This design comes from an exercise in tuning for small area and a short achievable clock period on the open sky130 flow, not from production work.
Where RTL was checked, it was by simulation tests only, not by an equivalence proof against the original.
No activity file was given, so power comes from the tool's default toggle rates.

// data_mem_resp
module data_mem_resp #(
  parameter int AW          = 8,
  parameter int DW          = 8,
  parameter int WAIT_CYCLES = 1
) (
  input  logic          clk,
  input  logic          rst,
  input  logic          nDRD,
  input  logic          nDWR,
  input  logic [AW-1:0] addr,
  input  logic [DW-1:0] din,
  output logic [DW-1:0] dout,
  output logic          doe,
  output logic          rdy,
  output logic          err
);
make LEC_CHECK=0 CAP_MARGIN=20 CORE_MARGIN=2 CORE_UTILIZATION=55 SETUP_SLACK_MARGIN=2.9 SLEW_MARGIN=20 finish   # period 5.5 ns
run.sh (not shown) runs the stock make flow with config.mk's settings and CLKGATE_MAP_FILE= SYNTH_SCRIPT=/design/flow/synth_recipe.tcl, a recipe that flattens the netlist after the stock synthesis.
Change:
- SETUP_SLACK_MARGIN: 2.9 -> 3.3
This time the run completed and failed the layout checks on antenna rules.
Maximum frequency climbs by 0.33%.
Synthesized cell count does not change.
Core utilization goes up by 2.8 points.
Sequential share of layout area falls by 2.2 points.
Cell count went up by about 2%.
Wire length went up by 9.0%.
Count of clock-buffer cells in the layout does not change.
Via count climbs by 4.3%.
Sequential power barely changes.
No functional check of the RTL was part of any run of this note.

========
Setup of run 1:
The RTL this note starts from:
==> flow/design.v <==
package data_mem_resp_pkg;
  localparam int LO_W  = 8;
  localparam int MID_W = 8;
  localparam int HI_W  = 4;
  localparam int BANK  = 64;
  localparam logic [4:0] OP_STA = 5'b01100;
  localparam logic [4:0] OP_LDA = 5'b01110;
endpackage
module dmem_ram #(
  parameter int DW = 8
) (
  input  logic          clk,
  input  logic          wnext,    
  input  logic [63:0]   wl,       
  input  logic [3:0]    hi,       
  input  logic [DW-1:0] wdata,
  output logic [DW-1:0] rdata     
);
  logic [256*DW-1:0] q;           
  logic              ph;
  logic [DW-1:0]     col  [4];
  logic [DW-1:0]     cand [4];
  always_ff @(posedge clk) begin
    if (ph) ph <= 1'b0;
    else    ph <= 1'b1;
  end
  logic [3:0]    wbank;
  logic [DW-1:0] wbit;
  always_ff @(posedge clk) begin
    wbank <= {4{wnext}} & hi;
    wbit  <= wdata ^ {DW{~ph}};
  end
  always_comb begin
    for (int g = 0; g < 4; g++) col[g] = {DW{wbank[g]}} & wbit;
  end
  always_ff @(posedge clk) begin
    for (int r = 0; r < 256; r++)
      for (int b = 0; b < DW; b++)
        if (wl[r % 64] && col[r / 64][b]) q[r*DW+b] <= 1'b0;
        else                  q[r*DW+b] <= ~q[r*DW+b];
  end
  logic [21:0] grp [4][DW];
  for (genvar g = 0; g < 4; g++) begin : g_bank
    for (genvar b = 0; b < DW; b++) begin : g_bit
      for (genvar k = 0; k < 21; k++) begin : g_a3
        dmem_aoi222 u_aoi (
          .a0(q[(g*64+3*k  )*DW+b]), .s0(wl[3*k  ]),
          .a1(q[(g*64+3*k+1)*DW+b]), .s1(wl[3*k+1]),
          .a2(q[(g*64+3*k+2)*DW+b]), .s2(wl[3*k+2]),
          .y (grp[g][b][k])
        );
      end
      dmem_nand2 u_a1 (.a(q[(g*64+63)*DW+b]), .b(wl[63]), .y(grp[g][b][21]));
      logic [5:0] or12;
      logic [2:0] nor24;
      for (genvar k = 0; k < 5; k++) begin : g_n4
        dmem_nand4 u_n4 (.a(grp[g][b][4*k]), .b(grp[g][b][4*k+1]),
                         .c(grp[g][b][4*k+2]), .d(grp[g][b][4*k+3]), .y(or12[k]));
      end
      dmem_nand2 u_n2 (.a(grp[g][b][20]), .b(grp[g][b][21]), .y(or12[5]));
      for (genvar k = 0; k < 3; k++) begin : g_o2
        dmem_nor2 u_o2 (.a(or12[2*k]), .b(or12[2*k+1]), .y(nor24[k]));
      end
      always_ff @(posedge clk) cand[g][b] <= ~&nor24;
    end
  end
  always_comb begin
    rdata = '0;
    for (int g = 0; g < 4; g++) rdata = rdata | (cand[g] & {DW{hi[g]}});
    rdata = rdata ^ {DW{~ph}};
  end
endmodule
module dmem_aoi222 (
  input  logic a0, s0, a1, s1, a2, s2,
  output logic y
);
  assign y = ~((a0 & s0) | (a1 & s1) | (a2 & s2));
endmodule
module dmem_nand4 (
  input  logic a, b, c, d,
  output logic y
);
  assign y = ~(a & b & c & d);
endmodule
module dmem_nand2 (
  input  logic a, b,
  output logic y
);
  assign y = ~(a & b);
endmodule
module dmem_nor2 (
  input  logic a, b,
  output logic y
);
  assign y = ~(a | b);
endmodule
module data_mem_resp #(
  parameter int AW          = 8,
  parameter int DW          = 8,
  parameter int WAIT_CYCLES = 1
) (
  input  logic          clk,
  input  logic          rst,
  input  logic          nDRD,
  input  logic          nDWR,
  input  logic [AW-1:0] addr,
  input  logic [DW-1:0] din,
  output logic [DW-1:0] dout,
  output logic          doe,
  output logic          rdy,
  output logic          err
);
  logic          idle, r1, r2, w1, w2;
  logic          prevRd, prevWr, armed;
  logic          rdFall, wrFall, wd;
  logic [63:0]   wl;
  logic [3:0]    hi;
  logic [DW-1:0] dinQ;
  logic [DW-1:0] ramRdata;
  logic          wpA;           
  assign rdFall = armed & prevRd & ~nDRD;
  assign wrFall = armed & prevWr & ~nDWR;
  assign wd     = rdy & ~doe;
  always_ff @(posedge clk) begin
    if (idle) begin
      for (int i = 0; i < 64; i++) wl[i] <= (addr[5:0] == 6'(i));
      for (int i = 0; i < 4; i++) hi[i]  <= (addr[7:6] == 2'(i));
      dinQ <= din;
    end
  end
  dmem_ram #(.DW(DW)) u_ram (
    .clk  (clk),
    .wnext((w2 & rst) | wpA),
    .wl   (wl),
    .hi   (hi),
    .wdata(dinQ),
    .rdata(ramRdata)
  );
  always_ff @(posedge clk) wpA <= w2 & rst;
  always_ff @(posedge clk) begin
    if (!rst) begin
      idle   <= 1'b1;
      r1     <= 1'b0;
      r2     <= 1'b0;
      w1     <= 1'b0;
      w2     <= 1'b0;
      prevRd <= 1'b1;
      prevWr <= 1'b1;
      armed  <= 1'b0;
      dout   <= '0;
      doe    <= 1'b0;
      rdy    <= 1'b0;
      err    <= 1'b0;
    end else begin
      prevRd <= nDRD;
      prevWr <= nDWR;
      armed  <= 1'b1;
      if ((idle && !nDRD && !nDWR) ||
          ((r1 || r2 || doe) && wrFall) ||
          ((w1 || w2 || wd) && rdFall))
        err <= 1'b1;
      idle <= (idle && !(nDWR ? rdFall : (nDRD && wrFall))) ||
              ((r1 || r2 || doe) && nDRD) ||
              (wd && nDWR);
      r1   <= idle && nDWR && rdFall;
      r2   <= r1 && !nDRD;
      w1   <= idle && nDRD && wrFall;
      w2   <= w1;
      if (r2 && !nDRD) dout <= ramRdata;
      doe  <= (r2 || doe) && !nDRD;
      rdy  <= ((r2 || doe) && !nDRD) || w2 || (wd && !nDWR);
    end
  end
endmodule
==> flow/config.mk <==
export PLATFORM = sky130hd
export DESIGN_NAME = data_mem_resp
export DESIGN_NICKNAME = data_mem_resp
export VERILOG_FILES = /design/flow/design.v
export SDC_FILE = /design/flow/constraint.sdc
export NUM_CORES = 4
export LEC_CHECK = 0
export CAP_MARGIN = 20
export CORE_MARGIN = 2
export CORE_UTILIZATION = 68
export CTS_CLUSTER_DIAMETER = 80
export CTS_CLUSTER_SIZE = 30
export SETUP_SLACK_MARGIN = 3.3
export SLEW_MARGIN = 20
export SYNTH_HIERARCHICAL = 1
==> flow/constraint.sdc <==
create_clock -name core_clock -period 5.5 [get_ports {clk}]
set_input_delay 1.1000 -clock core_clock [delete_from_list [all_inputs] [get_ports {clk}]]
set_output_delay 1.1000 -clock core_clock [all_outputs]
set_load 0.01 [all_outputs]
Run 1 reached the end of the flow, and the finished layout is clean on the timing, design-rule and antenna checks.
## Diff of input files: run 2 against run 1
- a change of SETUP_SLACK_MARGIN from 3.3 to 3.1
- a change of CORE_UTILIZATION from 68 to 62
Notes after the runs:
Sequential share of layout area: run 2 vs run 1 — no meaningful difference
Critical path arrival: run 2 vs run 1 up 100 ps
Re non-clock buffer count: run 2 and run 1 aren't equal, and the lower value belongs to run 1.
Comparing run 2 against run 1, there is no change at all in number of different library cells in the post-synthesis netlist.
Inputs modified between run 2 and run 3:
- a change of SETUP_SLACK_MARGIN from 3.1 to 3.3
## What came out
The clock skew of run 3 and that of run 2 are within noise of each other.
Total via count in the routed design delta for run 3 relative to run 2: 231 higher
Run 2 reports its slowest cell on the critical path as sky130_fd_sc_hd__a222oi_1 while run 3 reports sky130_fd_sc_hd__dfxtp_2.
Between run 3 and run 2, DRC marker count from the first detailed-route iteration is lower for run 2, run 3 comes in above that.
A end point of the critical path of u_ram.cand[0][7] is what run 2 shows, while doe belongs to run 3.
In the flow results for run 3 and run 2, the global-route usage is larger on run 3.
On clock distribution area overhead in the final layout, run 2 tracks run 3 almost exactly.
Routed wire length, run 3 vs run 2: up by a few percent
[inputs] run 4 vs run 3
- CORE_UTILIZATION now 65, was 62
- SETUP_SLACK_MARGIN now 3.4, was 3.3
--- outcome ---
Run 4: all stages complete, timing, DRC and antenna checks passed. Relative to run 3, violation count after the first detailed-routing iteration increased by 606 in run 4. From run 3 to run 4, final-report setup violation count did not move at all. Against run 3, run 4 comes in about 4.6% lower on die area. Looking at run 4 and run 3, the signed area change from the synthesized netlist to the final layout is a wash. Against run 3, run 4 reports a wire length that is lower. Compared with run 3, run 4 is the less power-hungry design. Summary of run 4 over run 3: internal power of the cells decreased 0.54%; clock network power decreased about 2%. Between run 3 and run 4, the flow reports number of rows created at floorplan decreasing slightly.

afterwards: timing with drivers on the ports:
The results above use ideal ports. As a check the final layouts listed here were re-extracted and re-timed, cells and wires unchanged.
Step 1 (the two cells are an assumption about what drives the block):
set clk [get_ports {clk}]
set_driving_cell -lib_cell sky130_fd_sc_hd__clkbuf_16 $clk
set_driving_cell -lib_cell sky130_fd_sc_hd__buf_2 [delete_from_list [all_inputs] $clk]
Step 2 also shifts input and output timing later by t, the mid clock arrival at the registers, as if the neighbouring blocks saw the same clock.
Slacks: no drivers / after step 1 / after step 2; pairs: no drivers / after step 1.
| run | shift t [ns] | setup slack, ns | clock arrival spread, ns | worst slew at a driven data input, ns | cell pins on the clock port's net |
|---|---|---|---|---|---|
| the first run of note 1 | 0.915 | 2.788 / 2.788 / 2.788 | 0.028 / 0.028 | 0.05 | 1 |
| the second run of note 1 | 0.903 | 2.797 / 2.797 / 2.797 | 0.034 / 0.034 | 0.05 | 1 |
| run 1 | 0.780 | 3.189 / 3.135 / 2.564 | 0.030 / 0.030 | 0.08 | 1 |
| run 2 | 0.778 | 3.088 / 3.088 / 2.400 | 0.024 / 0.025 | 0.11 | 1 |
| run 3 | 0.778 | 3.229 / 3.152 / 2.567 | 0.026 / 0.026 | 0.10 | 1 |
| run 4 | 0.769 | 3.229 / 3.157 / 2.764 | 0.028 / 0.028 | 0.08 | 1 |
For run 2, which loses most, drivers alone change the setup slack by 0.000 ns; drivers and shift together by -0.688 ns.
